From an optimization exercise on the open Yosys and OpenROAD flow, aimed at small area; shortcuts taken in it are not production practice.
Function was checked by simulation only, so behaviour that the tests miss may differ from the original.
Power and IR drop assume default switching activity.

## design/flow/config.mk

```make
export PLATFORM = sky130hd
export DESIGN_NAME = processor
export DESIGN_NICKNAME = processor
export VERILOG_FILES = /design/flow/design.v
export SDC_FILE = /design/flow/constraint.sdc
export NUM_CORES = 4
export LEC_CHECK = 0
export CAP_MARGIN = 20
export CORE_MARGIN = 2
export CORE_UTILIZATION = 40
export SETUP_SLACK_MARGIN = 0.4
export SLEW_MARGIN = 20
```

## design/flow/constraint.sdc

```tcl
create_clock -name core_clock -period 10.0 [get_ports {clk}]
set_input_delay 2.0000 -clock core_clock [delete_from_list [all_inputs] [get_ports {clk}]]
set_output_delay 2.0000 -clock core_clock [all_outputs]
set_load 0.01 [all_outputs]
```

## design/flow/design.v

```verilog
package mipsPkg;
	localparam int dataWidth    = 32;
	localparam int regAddrWidth = 5;
	typedef logic [dataWidth-1:0]    word_t;
	typedef logic [regAddrWidth-1:0] regAddr_t;
	typedef enum logic [5:0] {
		opRtype    = 6'b000000,
		opJ        = 6'b000010,
		opJal      = 6'b000011,
		opBeq      = 6'b000100,
		opJr       = 6'b000111,  
		opAddi     = 6'b001000,
		opSpecial2 = 6'b011111,  
		opLw       = 6'b100011,
		opSw       = 6'b101011
	} opcode_t;
	typedef enum logic [5:0] {
		fnSllv = 6'b000100,
		fnSrlv = 6'b000110,
		fnSrav = 6'b000111,
		fnQb   = 6'b010000,  
		fnAdd  = 6'b100000,
		fnSub  = 6'b100010,
		fnAnd  = 6'b100100,
		fnOr   = 6'b100101,
		fnSlt  = 6'b101010
	} funct_t;
	typedef enum logic [3:0] {
		aluAnd    = 4'b0000,
		aluOr     = 4'b0001,
		aluAdd    = 4'b0010,
		aluSub    = 4'b0110,
		aluSlt    = 4'b0111,
		aluAdduQb = 4'b1000,
		aluSllv   = 4'b1010,
		aluSrlv   = 4'b1011,
		aluSrav   = 4'b1100,
		aluNone   = 4'b1111  
	} aluOp_t;
	localparam regAddr_t linkReg    = 5'd31;  
	localparam word_t    pcStep     = 32'd4;
	localparam regAddr_t shamtQbAdd = 5'd0;   
endpackage
module controlDecoder (
	input  mipsPkg::opcode_t opcode,
	input  mipsPkg::funct_t  funct,
	input  mipsPkg::regAddr_t shamt,
	output logic             ctrl_regWrite,
	output logic             ctrl_memToReg,
	output logic             ctrl_memWrite,
	output logic             ctrl_regDst,    
	output logic             ctrl_aluSrc,    
	output logic             ctrl_branch,
	output logic             ctrl_jump,      
	output logic             ctrl_jumpReg,   
	output mipsPkg::aluOp_t  ctrl_aluOp
);
	always_comb begin
		ctrl_regWrite = 1'b0;
		ctrl_memToReg = 1'b0;
		ctrl_memWrite = 1'b0;
		ctrl_regDst   = 1'b0;
		ctrl_aluSrc   = 1'b0;
		ctrl_branch   = 1'b0;
		ctrl_jump     = 1'b0;
		ctrl_jumpReg  = 1'b0;
		ctrl_aluOp    = mipsPkg::aluNone;
		case (opcode)
			mipsPkg::opJ: ctrl_jump = 1'b1;
			mipsPkg::opJal: begin
				ctrl_jump     = 1'b1;
				ctrl_regWrite = 1'b1;  
			end
			mipsPkg::opJr: ctrl_jumpReg = 1'b1;
			mipsPkg::opBeq: begin
				ctrl_branch = 1'b1;
				ctrl_aluOp  = mipsPkg::aluSub;  
			end
			mipsPkg::opLw: begin
				ctrl_regWrite = 1'b1;
				ctrl_memToReg = 1'b1;
				ctrl_aluSrc   = 1'b1;
				ctrl_aluOp    = mipsPkg::aluAdd;
			end
			mipsPkg::opSw: begin
				ctrl_memWrite = 1'b1;
				ctrl_aluSrc   = 1'b1;
				ctrl_aluOp    = mipsPkg::aluAdd;
			end
			mipsPkg::opAddi: begin
				ctrl_regWrite = 1'b1;
				ctrl_aluSrc   = 1'b1;
				ctrl_aluOp    = mipsPkg::aluAdd;
			end
			mipsPkg::opSpecial2: begin
				if (funct == mipsPkg::fnQb && shamt == mipsPkg::shamtQbAdd) begin
					ctrl_regWrite = 1'b1;
					ctrl_regDst   = 1'b1;
					ctrl_aluOp    = mipsPkg::aluAdduQb;
				end
			end
			mipsPkg::opRtype: begin
				case (funct)
					mipsPkg::fnAdd:   ctrl_aluOp = mipsPkg::aluAdd;
					mipsPkg::fnSub:   ctrl_aluOp = mipsPkg::aluSub;
					mipsPkg::fnAnd:   ctrl_aluOp = mipsPkg::aluAnd;
					mipsPkg::fnOr:    ctrl_aluOp = mipsPkg::aluOr;
					mipsPkg::fnSlt:   ctrl_aluOp = mipsPkg::aluSlt;
					mipsPkg::fnSllv:  ctrl_aluOp = mipsPkg::aluSllv;
					mipsPkg::fnSrlv:  ctrl_aluOp = mipsPkg::aluSrlv;
					mipsPkg::fnSrav:  ctrl_aluOp = mipsPkg::aluSrav;
					default: ctrl_aluOp = mipsPkg::aluNone;
				endcase
				ctrl_regWrite = (ctrl_aluOp != mipsPkg::aluNone);  
				ctrl_regDst   = 1'b1;
			end
			default: ;  
		endcase
	end
endmodule
module alu (
	input  mipsPkg::aluOp_t aluOp,
	input  mipsPkg::word_t  srcA,
	input  mipsPkg::word_t  srcB,
	output mipsPkg::word_t  result,
	output logic            zero
);
	localparam int laneCount = mipsPkg::dataWidth / 8;
	logic [4:0] shiftAmount;
	assign shiftAmount = srcA[4:0];  
	always_comb begin
		result = '0;
		case (aluOp)
			mipsPkg::aluAdd:  result = srcA + srcB;
			mipsPkg::aluSub:  result = srcA - srcB;
			mipsPkg::aluAnd:  result = srcA & srcB;
			mipsPkg::aluOr:   result = srcA | srcB;
			mipsPkg::aluSlt:  result = (srcA < srcB) ? mipsPkg::word_t'(1) : '0;  
			mipsPkg::aluAdduQb: begin
				for (int lane = 0; lane < laneCount; lane++) begin
					result[8*lane +: 8] = srcA[8*lane +: 8] + srcB[8*lane +: 8];
				end
			end
			mipsPkg::aluSllv: result = srcB << shiftAmount;
			mipsPkg::aluSrlv: result = srcB >> shiftAmount;
			mipsPkg::aluSrav: result = mipsPkg::word_t'($signed(srcB) >>> shiftAmount);  
			default: result = '0;
		endcase
	end
	assign zero = (result == '0);
endmodule
module registerFile #(
	parameter mipsPkg::word_t stackInit = 32'h0000_4000
) (
	input  logic              clk,
	input  logic              reset,
	input  mipsPkg::regAddr_t readAddr1,
	input  mipsPkg::regAddr_t readAddr2,
	input  mipsPkg::regAddr_t writeAddr,
	input  logic              writeEnable,
	input  mipsPkg::word_t    writeData,
	output mipsPkg::word_t    readData1,
	output mipsPkg::word_t    readData2
);
	localparam int       regCount = 2 ** mipsPkg::regAddrWidth;
	localparam mipsPkg::regAddr_t stackReg = 5'd29;  
	mipsPkg::word_t regs [regCount];
	always_ff @(posedge clk) begin
		if (reset) begin
			for (int i = 0; i < regCount; i++) begin
				regs[i] <= (mipsPkg::regAddr_t'(i) == stackReg) ? stackInit : '0;
			end
		end else if (writeEnable && writeAddr != '0) begin  
			regs[writeAddr] <= writeData;
		end
	end
	assign readData1 = regs[readAddr1];
	assign readData2 = regs[readAddr2];
endmodule
module fetchUnit #(
	parameter mipsPkg::word_t resetPc = '0
) (
	input  logic           clk,
	input  logic           reset,
	input  logic           takeBranch,
	input  logic           jump,
	input  logic           jumpReg,
	input  mipsPkg::word_t branchOffset,
	input  logic [25:0]    jumpIndex,
	input  mipsPkg::word_t jumpRegTarget,
	output mipsPkg::word_t pc,
	output mipsPkg::word_t pcPlus4
);
	mipsPkg::word_t branchTarget;
	mipsPkg::word_t jumpTarget;
	mipsPkg::word_t nextPc;
	assign pcPlus4      = pc + mipsPkg::pcStep;
	assign branchTarget = pcPlus4 + {branchOffset[mipsPkg::dataWidth-3:0], 2'b00};  
	assign jumpTarget   = {pcPlus4[mipsPkg::dataWidth-1 -: 4], jumpIndex, 2'b00};  
	always_comb begin
		if (jumpReg) begin
			nextPc = jumpRegTarget;
		end else if (jump) begin
			nextPc = jumpTarget;
		end else if (takeBranch) begin
			nextPc = branchTarget;
		end else begin
			nextPc = pcPlus4;
		end
	end
	always_ff @(posedge clk) begin
		if (reset) begin
			pc <= resetPc;
		end else begin
			pc <= nextPc;
		end
	end
endmodule
module dataPath #(
	parameter mipsPkg::word_t resetPc   = '0,
	parameter mipsPkg::word_t stackInit = 32'h0000_4000
) (
	input  logic           clk,
	input  logic           reset,
	input  mipsPkg::word_t instruction,
	input  mipsPkg::word_t memReadData,
	input  logic           ctrl_regWrite,
	input  logic           ctrl_memToReg,
	input  logic           ctrl_regDst,
	input  logic           ctrl_aluSrc,
	input  logic           ctrl_branch,
	input  logic           ctrl_jump,
	input  logic           ctrl_jumpReg,
	input  mipsPkg::aluOp_t ctrl_aluOp,
	output mipsPkg::word_t pc,
	output mipsPkg::word_t memAddr,
	output mipsPkg::word_t memWriteData
);
	mipsPkg::regAddr_t rs, rt, rd;
	mipsPkg::regAddr_t writeAddr;
	mipsPkg::word_t    signExtImm;
	mipsPkg::word_t    readData1, readData2;
	mipsPkg::word_t    aluSrcB, aluResult;
	mipsPkg::word_t    writeData;
	mipsPkg::word_t    pcPlus4;
	logic     aluZero;
	logic     takeBranch;
	assign rs         = instruction[25:21];
	assign rt         = instruction[20:16];
	assign rd         = instruction[15:11];
	assign signExtImm = {{(mipsPkg::dataWidth-16){instruction[15]}}, instruction[15:0]};
	assign aluSrcB    = ctrl_aluSrc ? signExtImm : readData2;
	assign takeBranch = ctrl_branch & aluZero;
	assign writeAddr  = ctrl_jump ? mipsPkg::linkReg : (ctrl_regDst ? rd : rt);
	assign writeData  = ctrl_jump ? pcPlus4 : (ctrl_memToReg ? memReadData : aluResult);
	assign memAddr      = aluResult;
	assign memWriteData = readData2;
	registerFile #(.stackInit(stackInit)) u_registerFile (
		.clk(clk), .reset(reset),
		.readAddr1(rs), .readAddr2(rt), .writeAddr(writeAddr),
		.writeEnable(ctrl_regWrite), .writeData(writeData),
		.readData1(readData1), .readData2(readData2)
	);
	alu u_alu (.aluOp(ctrl_aluOp), .srcA(readData1), .srcB(aluSrcB),
		.result(aluResult), .zero(aluZero));
	fetchUnit #(.resetPc(resetPc)) u_fetchUnit (
		.clk(clk), .reset(reset),
		.takeBranch(takeBranch), .jump(ctrl_jump), .jumpReg(ctrl_jumpReg),
		.branchOffset(signExtImm), .jumpIndex(instruction[25:0]),
		.jumpRegTarget(readData1),  
		.pc(pc), .pcPlus4(pcPlus4)
	);
endmodule
module processor #(
	parameter mipsPkg::word_t resetPc   = '0,
	parameter mipsPkg::word_t stackInit = 32'h0000_4000
) (
	input  logic           clk,
	input  logic           reset,
	output mipsPkg::word_t pc,
	input  mipsPkg::word_t instruction,
	output logic           memWrite,
	output mipsPkg::word_t memAddr,
	output mipsPkg::word_t memWriteData,
	input  mipsPkg::word_t memReadData
);
	logic   ctrl_regWrite, ctrl_memToReg, ctrl_memWrite, ctrl_regDst;
	logic   ctrl_aluSrc, ctrl_branch, ctrl_jump, ctrl_jumpReg;
	mipsPkg::aluOp_t ctrl_aluOp;
	controlDecoder u_controlDecoder (
		.opcode(mipsPkg::opcode_t'(instruction[31:26])),
		.funct(mipsPkg::funct_t'(instruction[5:0])),
		.shamt(instruction[10:6]),
		.ctrl_regWrite(ctrl_regWrite), .ctrl_memToReg(ctrl_memToReg),
		.ctrl_memWrite(ctrl_memWrite), .ctrl_regDst(ctrl_regDst), .ctrl_aluSrc(ctrl_aluSrc),
		.ctrl_branch(ctrl_branch), .ctrl_jump(ctrl_jump), .ctrl_jumpReg(ctrl_jumpReg),
		.ctrl_aluOp(ctrl_aluOp)
	);
	dataPath #(.resetPc(resetPc), .stackInit(stackInit)) u_dataPath (
		.clk(clk), .reset(reset),
		.instruction(instruction), .memReadData(memReadData),
		.ctrl_regWrite(ctrl_regWrite), .ctrl_memToReg(ctrl_memToReg),
		.ctrl_regDst(ctrl_regDst), .ctrl_aluSrc(ctrl_aluSrc), .ctrl_branch(ctrl_branch),
		.ctrl_jump(ctrl_jump), .ctrl_jumpReg(ctrl_jumpReg), .ctrl_aluOp(ctrl_aluOp),
		.pc(pc), .memAddr(memAddr), .memWriteData(memWriteData)
	);
	assign memWrite = ctrl_memWrite;  
endmodule
```

## design/flow/run.sh

```bash
#!/bin/bash
# synth_recipe.tcl (not shown) runs the flow's synth.tcl, then flattens the netlist and writes it again
# the make line also repeats each setting of config.mk as NAME=value (left out here)
make -C /OpenROAD-flow-scripts/flow DESIGN_CONFIG=/design/flow/config.mk WORK_HOME=/design/flow/orfs CLKGATE_MAP_FILE= SYNTH_SCRIPT=/design/flow/synth_recipe.tcl finish
```

==> notes.md <==
worst max-delay path by stage:
stage | start | end | slack [ns] | depth (start not counted)
after global placement | instruction[16] | memAddr[29] | -0.72 | 25
after global routing | instruction[19] | memAddr[25] | 0.22 | 26
final | instruction[19] | memAddr[25] | 0.32 | 26
after floorplan | instruction[17] | memAddr[28] | 0.42 | 28
after CTS | instruction[17] | memAddr[29] | 0.28 | 25
after detailed placement | instruction[16] | memAddr[29] | -0.72 | 25
power groups by stage:
| stage | logic (mW) | registers, mW | clock network [mW] |
|---|---|---|---|
| floorplan | 2.09 | 5.15 | 0 |
| detailed placement | 4.00 | 5.18 | 0 |
| finish | 4.21 | 5.09 | 4.18 |
| global route | 4.36 | 5.10 | 4.34 |
| CTS | 4.06 | 5.09 | 4.18 |
| global placement | 4.00 | 5.17 | 0 |
layout make-up:
| type | instances | area, µm² | area share, % |
|---|---|---|---|
| Multi-Input combinational cell | 4515 | 34200 | 42.1 |
| Sequential cell | 1056 | 31400 | 38.7 |
| Timing Repair Buffer | 1002 | 8790 | 10.8 |
| Clock buffer | 130 | 2850 | 3.51 |
| Tap cell | 2218 | 2780 | 3.42 |
| Clock inverter | 70 | 709 | 0.874 |
| Inverter | 114 | 433 | 0.533 |
| Antenna cell | 7 | 17.5 | 0.0216 |
layer usage:
metal / share of wire [%] / vias to the layer above / GRT usage, %
li1: - / 24619 / -
met1: 35 / 30375 / 45.7
met2: 44 / 4803 / 57.1
met3: 12 / 1260 / 8.94
met4: 9.0 / 16 / 27.9
met5: 0.034 / - / 0
worst max-delay path, delay by kind of cell:
family	cells	cell delay, ns
AO/OA/AOI/OAI	9	1.50
adder cells (fa/ha/maj)	1	0.33
buffers and inverters	10	2.31
multiplexers	1	0.37
AND/OR/NAND/NOR	5	1.10
state kept, by name, indices dropped and copies added, names as in the netlist:
| register | flops |
|---|---|
| u_dataPath.u_registerFile.regs | 1024 |
| u_dataPath.u_fetchUnit.pc | 32 |
stage by stage:
| step | hold slack (ns) | instance area [µm²] |
|---|---|---|
| floorplan | 0.505 | 68000 |
| global placement | 0.617 | 76900 |
| detailed placement | 0.626 | 76900 |
| CTS | 0.635 | 80900 |
| global route | 0.686 | 81200 |
| finish | 0.648 | 81200 |
synth_stat cells (42+ instances only):
cell type / count / area, µm²
mux2i_1: 576 / 5770
nor2_1: 1270 / 4770
nor3_1: 79 / 395
a31oi_1: 44 / 275
nand3_1: 136 / 681
nand2_1: 324 / 1220
xnor2_1: 56 / 490
a21oi_1: 308 / 1540
o211ai_1: 47 / 353
clkbuf_1: 346 / 1300
mux4_2: 302 / 6800
a211oi_1: 42 / 315
buf_1: 55 / 206
buf_4: 49 / 368
edfxtp_1: 1024 / 30700
ha_1: 123 / 1540
inv_1: 107 / 402
nand2b_1: 60 / 375
a22oi_1: 262 / 1970
buf_2: 70 / 350
o21ai_0: 123 / 616
repair_timing:
item	in CTS	in global routing
buffers inserted	6	5
resized for setup	71	52
pin swaps	10	15
endpoints found under the setup margin	21	20
cloned	1	2
cells by family after synthesis:
| group | synth area share [%] |
|---|---|
| adder cells (fa/ha/maj) | 2.39 |
| buffers and inverters | 4.72 |
| XOR/XNOR | 1.06 |
| AND/OR/NAND/NOR | 13.8 |
| other | 0.00553 |
| flip-flops | 46.3 |
| AO/OA/AOI/OAI | 12.7 |
| multiplexers | 19.1 |
placed cells by master, fill, tap and decap left out, types with 26 or more instances in the layout:
master / count
xor2_1: 26
dfxtp_1: 32
inv_1: 107
buf_4: 766
a22o_1: 32
nor2_1: 1265
mux2i_1: 576
clkbuf_16: 113
nand3_1: 133
o221ai_1: 32
nand2_2: 31
and3_1: 34
a21oi_1: 275
xnor2_1: 56
a211oi_1: 39
clkdlybuf4s50_1: 141
edfxtp_1: 1024
o21ai_0: 114
a21oi_2: 37
nor3_1: 77
nand2_1: 293
a31oi_1: 43
or3_1: 28
o211ai_1: 47
nand2b_2: 32
buf_12: 54
mux4_2: 302
a22oi_1: 262
conb_1: 32
ha_1: 122
nand2b_1: 27
==> notes.md <==
- Worst setup margin: 0.324 ns
- TritonCTS clock tree: built
- Post-CTS Hold Fix Bufs: 0
- Max Cap Violations: 0
- Worst slew pin tran: 1.31 ns
- Max-slew headroom: 12.2%
- Max Clock Skew: 0.0492 ns
- Hold Startpoint: u_dataPath.u_fetchUnit.pc[0]
- Most Frequent Cell on Critical Path: buf_4
- Clock Latency Late Sink: 0.77 ns
- Fmax: 103 MHz
- Layout fillers: 15.4k
- Global placement routability congestion: 1.05
- Nets: 6990
- Share of cells above drive strength 1: 23.2%
- Synth unique cells: 120
- Switching Power: 4.57 mW
- Crit path time final: 9.68 ns
- DRT Wirelength: 331000 µm
- Worst endpoint required time: 8.00 ns
- Setup CP Type: in2out
- I/O Buffers: 162
- Worst min path class: reg2reg
- Endpoints failing hold: 0
- RSZ-0062 raised after global routing: yes
- Post-synth EDFFs: 1024
- HPWL Detailed: 224000 µm
- GRT Total Usage: 37.3%
- Flop pwr share: 37.8%
- Hold depth: 2
- Worst flop-to-flop path endpoint: u_dataPath.u_fetchUnit.pc[4]
- Initial DRC count: 9580
- Post-Syn Area: 67800 µm²
- Maximum clock path buffer count: 3
- Worst Hold Path EP: u_dataPath.u_fetchUnit.pc[0]
- Antenna-violating nets left: 0
- Initial core utilization: 40.2%
- Area Overhead vs Synth: 19.6%
- CP Max Fanout: 7
- Inst Count DP: 8891
- Final worst-path cycle share: 96.8%
- Vias in the first global route: 59.4k
- Synth Instances: 6218
- Worst Setup End Kind: output pin
- Sw Share: 33.9%
- DRT Pass-1 Iters: 6
- Core area: 169000 µm²
- Clock Power Share: 31.0%
- Seq/Total Area, Yosys: 46.3%
- Die height: 416 µm
- Die ar.: 173000 µm²
- CTS buffer count: 108
- Comb pwr share: 31.2%
- WP data arrival: 7.68 ns
- Die width: 416 µm
- Max IR drop VDD: 0.136 mV
- Power Total: 13.5 mW
- Slowest cell on the critical path: clkdlybuf4s50_1
- Leakage: 30.8 nW
- Post-synth ARST share: 0%
- YS warnings: 4
- # IOs: 163
- Clk sinks: 1056
- R2R depth: 30
- H-tree depth: 3
- Initial antenna violation count: 9
- Layout Cells excl Fill: 9112
- CP peak stage delay: 0.54 ns
- Root buffer selected by CTS: clkbuf_16
- Drt via density: 6.70
- Syn_area_per_cell: 10.9 µm²
- Final setup fails: 0
- Setup TNS: 0 ns
- First-pass GRT wire length: 456000 µm
- Grt ovf: 0
- Num rows: 151
- Post-layout util: 48.1%
- Reg clk slew, reported paths: 0.07 ns
- Worst r2r src: u_dataPath.u_registerFile.regs[11][0]
- CP startpoint kind: input pin
- DR WL/cell: 36.3 µm
- Outcome: timing/DRC/antenna clean
- Power Dens Cells: 166 nW/µm²
- Max-slew violation count: 0
- Largest net degree at the start of global routing: 61
- Drt drc: 0
- R2R Setup Slk: 2.43 ns
- Via count: 61.1k
- Synth Register Bits: 1056
- Most used DFF post-synth: edfxtp_1
- Pre-CTS setup slack: -0.718 ns
- Power Internal: 8.91 mW

## static timing again, ports no longer ideal
How much do the figures lean on ideal ports? The routed layout below was timed once more, with nothing changed but the port constraints. Step 1 (the two cells are an assumption about what drives the block):
set clk [get_ports {clk}]
set_driving_cell -lib_cell sky130_fd_sc_hd__clkbuf_16 $clk
set_driving_cell -lib_cell sky130_fd_sc_hd__buf_2 [delete_from_list [all_inputs] $clk]
Step 2 also shifts input and output timing later by t, the mid clock arrival at the registers, as if the neighbouring blocks saw the same clock. Three values: no drivers, after step 1, after step 2; two values: the first two.
shift t [ns]: 0.830
setup slack, ns: 0.324 / 0.258 / 0.258
worst hold slack (ns): 0.648 / 0.648 / 0.648
worst setup path at the end: input to output
worst slew at a driven data input, ns: 0.14
After both steps this run still meets setup and hold. The setup slack of this run moves by -0.066 ns with the drivers and by -0.066 ns with both steps.
